Background: an optimization exercise with open tools, aiming at small area, a short achievable clock period and few clock cycles. Do not read the settings as production practice. Function was checked by simulation only, so behaviour that the tests miss may differ from the original. Power figures rest on the tool's default switching activity, not on a simulated workload.

== v27 ==
==> flow/design.v <==
`timescale 1ns/1ps
`default_nettype none
package mem_pkg;
  localparam int MEM_TAG_BITS     = 4;
  localparam int NUM_MEM_TAGS     = 1 << MEM_TAG_BITS;
  localparam int WORD_OFFSET_BITS = 3;   
  localparam int ICACHE_IDX_BITS  = 5;
  localparam int ICACHE_TAG_BITS  = 8;
  typedef enum logic [1:0] {
    BUS_NONE  = 2'h0,
    BUS_LOAD  = 2'h1,
    BUS_STORE = 2'h2
  } bus_command_e;
  typedef logic [MEM_TAG_BITS-1:0] mem_tag_t;   
  typedef logic [63:0]             addr_t;
  typedef logic [63:0]             word_t;
  typedef enum logic [0:0] {
    DATA_LOAD  = 1'b0,
    DATA_STORE = 1'b1
  } data_op_e;
  typedef struct packed {
    addr_t addr;
  } fetch_req_t;
  typedef struct packed {
    data_op_e op;
    addr_t    addr;
    word_t    data;
  } data_req_t;
  typedef struct packed {
    bus_command_e command;
    addr_t        addr;
    word_t        data;
  } bus_req_t;
  typedef struct packed {
    mem_tag_t response;   
    mem_tag_t tag;        
    word_t    data;
  } bus_rsp_t;
endpackage
`default_nettype wire
`timescale 1ns/1ps
`default_nettype none
module mem_front_top #(
  parameter int QUEUE_DEPTH = 4
) (
  input  logic         clock,
  input  logic         reset,
  input  logic         fetch_req,           
  input  logic [63:0]  fetch_addr,
  output logic         fetch_ack,
  output logic [63:0]  fetch_data,
  input  logic         data_req,            
  input  logic [128:0] data_cmd,            
  output logic         data_ack,
  output logic [63:0]  load_data,
  output logic [1:0]   proc2mem_command,
  output logic [63:0]  proc2mem_addr,
  output logic [63:0]  proc2mem_data,
  input  logic [3:0]   mem2proc_response,
  input  logic [63:0]  mem2proc_data,
  input  logic [3:0]   mem2proc_tag
);
  logic       own_f;     
  logic       f_acked;   
  logic       f_pend;    
  logic [3:0] f_tag;
  logic       d_pend;    
  logic f_bid, d_bid, d_store, accepted, f_ret, d_ret;
  assign d_store  = data_cmd[128];
  assign f_bid    = own_f && fetch_req && !f_pend;
  assign d_bid    = !own_f && data_req && !d_pend;
  assign accepted = (mem2proc_response != 4'd0);
  assign proc2mem_command = {d_bid && d_store, f_bid || (d_bid && !d_store)};
  assign proc2mem_addr    = {data_cmd[127:80] & {48{!own_f}},
                             own_f ? fetch_addr[15:3] : data_cmd[79:67],
                             data_cmd[66:64]};
  assign proc2mem_data    = data_cmd[63:0];
  logic [3:0] tag_x;
  logic       tag_eq, tag_nz;
  assign tag_x  = mem2proc_tag ^ f_tag;
  assign tag_eq = !(tag_x[0] || tag_x[1] || tag_x[2] || tag_x[3]);
  assign tag_nz = mem2proc_tag[0] || mem2proc_tag[1] || mem2proc_tag[2] || mem2proc_tag[3];
  assign f_ret  = f_pend && tag_eq;
  assign d_ret  = d_pend && tag_nz && !tag_eq;
  assign fetch_ack  = f_ret;
  assign fetch_data = mem2proc_data;
  assign data_ack   = d_ret || (d_bid && d_store && accepted);
  assign load_data  = mem2proc_data;
  always_ff @(posedge clock) begin
    if (reset) begin
      own_f   <= 1'b0;
      f_acked <= 1'b0;
      f_pend  <= 1'b0;
      d_pend  <= 1'b0;
    end else begin
      own_f   <= f_acked || (fetch_req && !f_pend && !(f_bid && accepted) && !f_ret);
      f_acked <= f_ret;
      if (f_ret) f_pend <= 1'b0;
      else if (f_bid && accepted) f_pend <= 1'b1;
      if (d_ret) d_pend <= 1'b0;
      else if (d_bid && !d_store && accepted) d_pend <= 1'b1;
    end
  end
  always_ff @(posedge clock) begin
    if (reset || f_ret) f_tag <= 4'd0;
    else if (f_bid && accepted) f_tag <= mem2proc_response;
  end
endmodule
`default_nettype wire
clock: 6.0 ns
lec_check: 0
cap_margin: 20
core_area: 5 5 195 195
cts_buf_list: sky130_fd_sc_hd__clkbuf_2
cts_cluster_diameter: 300
cts_cluster_size: 30
die_area: 0 0 200 200
setup_slack_margin: 2.65
slew_margin: 20
standard.sh (not shown) runs the stock make flow with config.mk's settings and CLKGATE_MAP_FILE= SYNTH_SCRIPT=/design/flow/synth_recipe.tcl, a recipe that flattens the netlist after the stock synthesis.
==> flow/flow/run.sh <==
#!/bin/bash
# The standard layout, with the smallest buffer on every port.
set -euo pipefail
export BUFFER_PORTS_ARGS="-buffer_cell sky130_fd_sc_hd__buf_1"
bash standard.sh > standard.log 2>&1
v27 reached the end of the flow, and the finished layout is clean on the timing, design-rule and antenna checks.
Testbench counts of v27, summed over its fixed seeds: cycles 24,588.
Input-level comparison between v43 and v27:
Settings: swapping 0 0 200 200 for 0 0 185 185 in DIE_AREA; swapping 5 5 195 195 for 5 5 180 180 in CORE_AREA; swapping 2.65 for 2.72 in SETUP_SLACK_MARGIN; clearing CTS_CLUSTER_SIZE, which used to be 30; putting ABC_AREA at 1 where nothing was set; clearing CTS_CLUSTER_DIAMETER, which used to be 300.
Notes after the runs:
- v43: total routing usage reported by global routing 0.38 points above v27
- Sort v27 and v43 by width of the chip asc -> top: v43
- | summed area of non-filler cells in the final layout | v43 vs v27 | about 1.4% higher |
- Looking at multi-input gate share of total cell area, v43 sits 6.4 points below v27.
- The final reports for v43 and v27 show combinational power higher in the former.
- STATUS core area: v43 wins against v27
- As of v43, routed wire length had fallen by a few percent compared to v27.
- Of v27 and v43, the run reporting the higher via count was v43.
- The standby leakage power in v43 was higher than what v27 gave.
The inputs of v13 differ from those of v43 as listed below.
Settings: a deleted ABC_AREA that had been 1; a change of SETUP_SLACK_MARGIN from 2.72 to 2.8; a change of CORE_AREA from 5 5 180 180 to 5 5 195 195; a change of DIE_AREA from 0 0 185 185 to 0 0 200 200.
Findings:
v13 finished every stage and its layout cleared the timing, design-rule and antenna checks.
In the flow results for v43 and v13, the fraction of area in multi-input gates is larger on v13.
Layer with the highest usage = met2: v13; layer with the highest usage = met3: v43
[diff] worst hold slack, v13 relative to v43: improvement
Count of non-CTS buffers in the layout of v13 exceeds that of v43 slightly.
Re transition time at the pin with the least slew margin: v43 was higher than v13.
Design internal power deteriorates in v13 relative to v43.
Per-instance average area after synthesis, v43 and v13, higher one = v13.

---

Starts from the design.v that is shown in full above.
export LEC_CHECK = 0
export CAP_MARGIN = 20
export CORE_AREA = 5 5 195 195
export CTS_BUF_LIST = sky130_fd_sc_hd__clkbuf_2
export DIE_AREA = 0 0 200 200
export SETUP_SLACK_MARGIN = 2.65
export SLEW_MARGIN = 20
create_clock -name core_clock -period 6.0 [get_ports {clock}]
Scripts as last shown in full above: flow/flow/run.sh
The starting point produced a clean layout.
Testbench counts at the start, summed over its fixed seeds: cycles 24,588.
Next try:
CORE_AREA = 5 5 180 180   (was 5 5 195 195)
DIE_AREA = 0 0 185 185   (was 0 0 200 200)
SETUP_SLACK_MARGIN = 2.85   (was 2.65)
The new run passed the timing, design-rule and antenna checks.
Wire length rises by 3.6%.
Hold slack is worse by 7.6 ps.
Synthesized area is unchanged.
Flip-flop and latch count stays the same.
Cell area barely changes.
Final cell count decreases by 8.8%.
Sequential power falls by about 2%.
Global-route usage climbs by 0.80 points.
Power is higher by 2.3%.
Core utilization rises by 1.0 points.

---

// mem_front_top: RTL as listed in full above, without the edits since
Settings: LEC_CHECK=0, CAP_MARGIN=20, CORE_AREA=5 5 195 195, CTS_BUF_LIST=sky130_fd_sc_hd__clkbuf_2, DIE_AREA=0 0 200 200, SETUP_SLACK_MARGIN=2.5, SLEW_MARGIN=20; clock period 6.0 ns.
Scripts as last shown in full above: flow/flow/run.sh
Testbench counts at the start, summed over its fixed seeds: cycles 24,588.
Edit:
- CORE_AREA: 5 5 195 195 -> 5 5 176 176
- DIE_AREA: 0 0 200 200 -> 0 0 181 181
- SETUP_SLACK_MARGIN: 2.5 -> 2.72
Wire length is about the same.
Hold slack loses 0.016 ns.
Clock power rose by about 1%.
Worst setup slack gets better by 0.23 ns.
Cell area rises by 1.3%.
Via count goes down by 0.95%.
Edit:
- CORE_AREA: 5 5 176 176 -> 5 5 180 180
- CTS_CLUSTER_DIAMETER: not set -> 300
- CTS_CLUSTER_SIZE: not set -> 30
- DIE_AREA: 0 0 181 181 -> 0 0 185 185
=> Global-route usage shrinks by 1.3 points; wire length fell by 15%; design area goes down by 2.8%; sequential share of layout area rises by 0.10 points; non-clock buffer count stays the same.

---

Setup of run 1:
mem_front_top, a different RTL version from the one above (not shown whole).
Size: ~300 cells after synthesis, roughly 530 I/O pins.
clock: 6.0 ns
lec_check: 0
abc_clock_period_in_ps: 1500
cap_margin: 20
core_area: 5 5 195 195
cts_buf_list: sky130_fd_sc_hd__clkbuf_2
die_area: 0 0 200 200
setup_slack_margin: 2.8
slew_margin: 20
Scripts as last shown in full above: flow/flow/run.sh
Testbench counts of run 1, summed over its fixed seeds: cycles 24,588.
diff inputs: run 1 => run 2
# run 1
export LEC_CHECK = 0
export ABC_CLOCK_PERIOD_IN_PS = 1500
export CAP_MARGIN = 20
export CORE_AREA = 5 5 195 195
export CTS_BUF_LIST = sky130_fd_sc_hd__clkbuf_2
export DIE_AREA = 0 0 200 200
export SETUP_SLACK_MARGIN = 2.8
export SLEW_MARGIN = 20
create_clock -name core_clock -period 6.0 [get_ports {clock}]
# run 2
export LEC_CHECK = 0
export CAP_MARGIN = 20
export CORE_AREA = 5 5 195 195
export DIE_AREA = 0 0 200 200
export SLEW_MARGIN = 20
create_clock -name core_clock -period 6.0 [get_ports {clock}]
--- outcome ---
Run 2: no failed stages, no open violations at the end
Multi-input combinational area share in run 2 is 0.61 points below run 1.
Run 2 vs. run 1: cell-internal power increased about 55%, met1 usage in global routing now larger, area of all placed cells without fillers essentially unchanged.
### run 2 -> run 3
# run 2
export LEC_CHECK = 0
export CAP_MARGIN = 20
export CORE_AREA = 5 5 195 195
export DIE_AREA = 0 0 200 200
export SLEW_MARGIN = 20
create_clock -name core_clock -period 6.0 [get_ports {clock}]
# run 3
export LEC_CHECK = 0
export ABC_CLOCK_PERIOD_IN_PS = 500
export CAP_MARGIN = 20
export CORE_AREA = 5 5 195 195
export CTS_BUF_LIST = sky130_fd_sc_hd__clkbuf_2
export DIE_AREA = 0 0 200 200
export SETUP_SLACK_MARGIN = 3.0
export SLEW_MARGIN = 20
create_clock -name core_clock -period 6.0 [get_ports {clock}]
### Flow results
- Run 3 | stages: all done | timing, DRC, antenna: all pass
- [compare] base=run 2 new=run 3: final layout net count now sits higher, routed wire length lost 1.5 mm, relative contribution of combinational cells to total power has increased, critical path depth went down by 1, first-pass GRT wire length fell about 13%.
- Looking at post-route total power, run 3 sits below run 2.
- Diff run 2 -> run 3 | global-route usage | decrease of 0.69 points
diff inputs: run 3 => run 4
# run 3
export LEC_CHECK = 0
export ABC_CLOCK_PERIOD_IN_PS = 500
export CAP_MARGIN = 20
export CORE_AREA = 5 5 195 195
export CTS_BUF_LIST = sky130_fd_sc_hd__clkbuf_2
export DIE_AREA = 0 0 200 200
export SETUP_SLACK_MARGIN = 3.0
export SLEW_MARGIN = 20
create_clock -name core_clock -period 6.0 [get_ports {clock}]
# run 4
export LEC_CHECK = 0
export CAP_MARGIN = 20
export CORE_AREA = 5 5 195 195
export CTS_BUF_LIST = sky130_fd_sc_hd__clkbuf_2
export DIE_AREA = 0 0 200 200
export SETUP_SLACK_MARGIN = 2.8
export SLEW_MARGIN = 20
create_clock -name core_clock -period 6.0 [get_ports {clock}]
Findings:
Run 4 did not stop at any stage, and its layout met the timing, design-rule and antenna checks. Run 3 went all the way through synthesis, placement and routing and the layout is clean on timing, DRC and antenna. Run 4 and run 3 ended up with nearly the same post-route fraction of the period consumed by the critical path. Between run 3 and run 4, the TritonCTS buffer count figures differ only marginally. On shortest period the worst path allows, the higher figure sits with run 4, not run 3. Diff run 3 -> run 4: proportion of power drawn by the clock network lost 0.3 points, combinational cell fraction of total power picked up an extra 0.2 points, via count of the first global-routing pass neither gained nor lost much. From run 3 to run 4 the numbers moved as follows: core utilization was more or less identical, total detailed-routing wirelength level. Run 4 vs run 3, setup slack went down by 0.0036 ns. Changes observed in run 4 relative to run 3: multi-input gate share of the layout cell area flat; final design area excluding fillers flat.

---

Another version of the RTL of mem_front_top (not shown whole).
Size in the first run: about 8 flip-flops, roughly 2400 um^2 of cells after synthesis.
clock: 6.0 ns
lec_check: 0
cap_margin: 20
core_area: 5 5 180 180
cts_buf_list: sky130_fd_sc_hd__clkbuf_2
die_area: 0 0 185 185
setup_slack_margin: 2.68
slew_margin: 20
run.sh (not shown) runs the stock make flow with config.mk's settings and CLKGATE_MAP_FILE= SYNTH_SCRIPT=/design/flow/synth_recipe.tcl, a recipe that flattens the netlist after the stock synthesis.
Stock flow here: none of the scripts above is used.
Testbench counts at the start, summed over its fixed seeds: cycles 24,588.
Next try:
==> flow/flow/run.sh (new file) <==
#!/bin/bash
# The standard layout, with the smallest buffer on every port.
set -euo pipefail
export BUFFER_PORTS_ARGS="-buffer_cell sky130_fd_sc_hd__buf_1"
bash standard.sh > standard.log 2>&1
==> flow/standard.sh (new file) <==
#!/bin/bash
# synth_recipe.tcl (not shown) runs the flow's synth.tcl, then flattens the netlist and writes it again
# the make line also repeats each setting of config.mk as NAME=value (left out here)
make -C /OpenROAD-flow-scripts/flow DESIGN_CONFIG=/design/flow/config.mk WORK_HOME=/design/flow/orfs CLKGATE_MAP_FILE= SYNTH_SCRIPT=/design/flow/synth_recipe.tcl "${@:-finish}"
Settings changed: SETUP_SLACK_MARGIN 2.68 to 2.76.
removed: flow/run.sh
=>
- The new run went through all stages and came out clean
- synthesized area does not change
- non-clock buffer count goes down by 2
- power goes down by about a fifth
- worst setup slack improved by 0.084 ns
- final cell count goes down slightly
- via count goes down slightly

---

mem_front_top again, from the RTL that the note above started with.
==> flow/design.v (excerpt) <==
module mem_front_top #(
  parameter int QUEUE_DEPTH = 4
) (
  input  logic         clock,
  input  logic         reset,
  input  logic         fetch_req,           
  input  logic [63:0]  fetch_addr,
  output logic         fetch_ack,
  output logic [63:0]  fetch_data,
  input  logic         data_req,            
  input  logic [128:0] data_cmd,            
  output logic         data_ack,
  output logic [63:0]  load_data,
  output logic [1:0]   proc2mem_command,
  output logic [63:0]  proc2mem_addr,
  output logic [63:0]  proc2mem_data,
  input  logic [3:0]   mem2proc_response,
  input  logic [63:0]  mem2proc_data,
  input  logic [3:0]   mem2proc_tag
);
export LEC_CHECK = 0
export CAP_MARGIN = 20
export CORE_AREA = 5 5 180 180
export CTS_BUF_LIST = sky130_fd_sc_hd__clkbuf_2
export DIE_AREA = 0 0 185 185
export SETUP_SLACK_MARGIN = 2.95
export SLEW_MARGIN = 20
create_clock -name core_clock -period 6.0 [get_ports {clock}]
standard.sh (not shown) runs the stock make flow with config.mk's settings and CLKGATE_MAP_FILE= SYNTH_SCRIPT=/design/flow/synth_recipe.tcl, a recipe that flattens the netlist after the stock synthesis.
==> flow/flow/run.sh <==
#!/bin/bash
# The standard layout, with the smallest buffer on every port.
set -euo pipefail
export BUFFER_PORTS_ARGS="-buffer_cell sky130_fd_sc_hd__buf_1"
bash standard.sh > standard.log 2>&1
Testbench counts at the start, summed over its fixed seeds: cycles 24,588.
Next try:
==> flow/flow/run.sh (replaced) <==
#!/bin/bash
# The standard layout, with the smallest buffer on every port, and timing
# repair that only resizes cells.
set -euo pipefail
export BUFFER_PORTS_ARGS="-buffer_cell sky130_fd_sc_hd__buf_1"
export SETUP_REPAIR_SEQUENCE="sizeup,swap"
bash standard.sh > standard.log 2>&1
SETUP_SLACK_MARGIN = 3.1   (was 2.95)
=>
- routed wire length fell by 8.1%
- critical path depth does not change
- global-route usage fell by 0.45 points
- synthesized area stays the same
- clock skew rose by 0.0035 ns
- setup slack is worse by 0.022 ns
- core utilization is about the same
- hold slack is worse by 0.0034 ns
- combinational power stays flat
Next try:
==> flow/flow/run.sh (replaced) <==
#!/bin/bash
# The standard layout, with the smallest buffer on every port.
set -euo pipefail
export BUFFER_PORTS_ARGS="-buffer_cell sky130_fd_sc_hd__buf_1"
bash standard.sh > standard.log 2>&1
SETUP_SLACK_MARGIN = 2.68   (was 3.1)
The changed run completed without violations; wire length goes down by 2.9%; non-clock buffer count goes down by 3; utilization goes down by 0.63 points; setup slack is worse by 0.040 ns; critical path depth stays the same; synthesized area is unchanged; total power goes down by 8.2%; synthesized cell count is unchanged.
Next try:
SETUP_SLACK_MARGIN = 2.85   (was 2.68)
Result: Register-to-register slack improved by 0.17 ns. Critical path depth does not change. Maximum frequency increases by 2.6%. Cell area increases by 8.3%. Power increases by 7.1%. Sequential power increases by about 1%. Routed wire length increases by 8.0%. Global-route usage increases by 0.30 points. Clock-buffer cell count stays the same.
Next try:
PLACE_DENSITY = 0.9   (was unset)
SETUP_SLACK_MARGIN = 2.72   (was 2.85)
Global-route usage is about the same.
Combinational power is about the same.
Sequential power went down by about 3%.
Total power went down by about 4%.
Core utilization went down by 0.39 points.
Fmax went down by 1.1%.
First-iteration DRC count went up by 110%.
Synthesized area does not change.
Non-clock buffer count went down by 6.
Routed wire length went down by about 0.6%.
Next try:
==> flow/flow/run.sh (replaced) <==
#!/bin/bash
# The standard layout, with the smallest buffer on every port, and timing
# repair that only resizes cells.
set -euo pipefail
export BUFFER_PORTS_ARGS="-buffer_cell sky130_fd_sc_hd__buf_1"
export SETUP_REPAIR_SEQUENCE="sizeup,swap"
bash standard.sh > standard.log 2>&1
PLACE_DENSITY = unset   (was 0.9)
SETUP_SLACK_MARGIN = 2.9   (was 2.72)
Outcome: Die area is unchanged. Sequential power is lower by about 2%. Worst setup slack improves by 0.023 ns.

## re-timing with driven ports
The flow's constraints put no driver on any port. The routed layouts listed below were extracted and timed again, unchanged, in two steps.
Step 1 sets driving cells, clkbuf_16 on the clock port and buf_2 on the other inputs (assumed; they add their load-dependent delay and slew).
Step 2 adds t to the input delays and takes it off the output delays; t is the mean of the earliest and latest rising clock arrival at the registers after step 1. Input paths then give back, and output paths get back, about the clock's delay inside the block.
Slacks: no drivers / after step 1 / after step 2; pairs: no drivers / after step 1.
| run | t, ns | slack for setup (ns) | worst register clock-pin slew, ns | worst slew at a driven data input, ns | cell pins on the clock port's net |
|---|---|---|---|---|---|
| v27 | 0.270 | 2.659 / 2.632 / 2.632 | 0.07 / 0.07 | 0.21 | 1 |
| v43 | 0.263 | 2.830 / 2.754 / 2.754 | 0.08 / 0.08 | 0.20 | 1 |
| v13 | 0.269 | 2.787 / 2.753 / 2.753 | 0.07 / 0.07 | 0.21 | 1 |
| the first run of note 2 | 0.270 | 2.659 / 2.632 / 2.632 | 0.07 / 0.07 | 0.21 | 1 |
| the second run of note 2 | 0.259 | 2.824 / 2.753 / 2.753 | 0.09 / 0.09 | 0.19 | 1 |
| the first run of note 3 | 0.266 | 2.556 / 2.535 / 2.535 | 0.07 / 0.07 | 0.21 | 1 |
| the second run of note 3 | 0.269 | 2.782 / 2.695 / 2.695 | 0.07 / 0.07 | 0.17 | 1 |
| the third run of note 3 | 0.252 | 2.757 / 2.729 / 2.729 | 0.07 / 0.07 | 0.17 | 1 |
| run 1 | 0.260 | 2.537 / 2.504 / 2.504 | 0.07 / 0.07 | 0.19 | 1 |
| run 2 | 0.260 | 2.361 / 2.337 / 2.337 | 0.04 / 0.04 | 0.18 | 1 |
| run 3 | 0.268 | 2.540 / 2.507 / 2.507 | 0.07 / 0.07 | 0.19 | 1 |
| run 4 | 0.260 | 2.537 / 2.504 / 2.504 | 0.07 / 0.07 | 0.19 | 1 |
| the first run of note 5 | 0.248 | 2.711 / 2.665 / 2.665 | 0.07 / 0.07 | 0.19 | 1 |
| the second run of note 5 | 0.248 | 2.795 / 2.767 / 2.767 | 0.07 / 0.07 | 0.19 | 1 |
| the first run of note 6 | 0.265 | 2.800 / 2.750 / 2.750 | 0.07 / 0.07 | 0.19 | 1 |
| the second run of note 6 | 0.274 | 2.779 / 2.745 / 2.745 | 0.08 / 0.08 | 0.17 | 1 |
| the third run of note 6 | 0.247 | 2.739 / 2.716 / 2.716 | 0.07 / 0.07 | 0.19 | 1 |
| the fourth run of note 6 | 0.266 | 2.820 / 2.768 / 2.768 | 0.09 / 0.09 | 0.16 | 1 |
| the fifth run of note 6 | 0.243 | 2.785 / 2.682 / 2.682 | 0.07 / 0.07 | 0.17 | 1 |
| the sixth run of note 6 | 0.279 | 2.808 / 2.758 / 2.758 | 0.08 / 0.08 | 0.19 | 1 |
After both steps setup and hold are still met in every run listed. The setup slack of the fifth run of note 6, which loses most, moves by -0.103 ns with the drivers and by -0.103 ns with both steps.
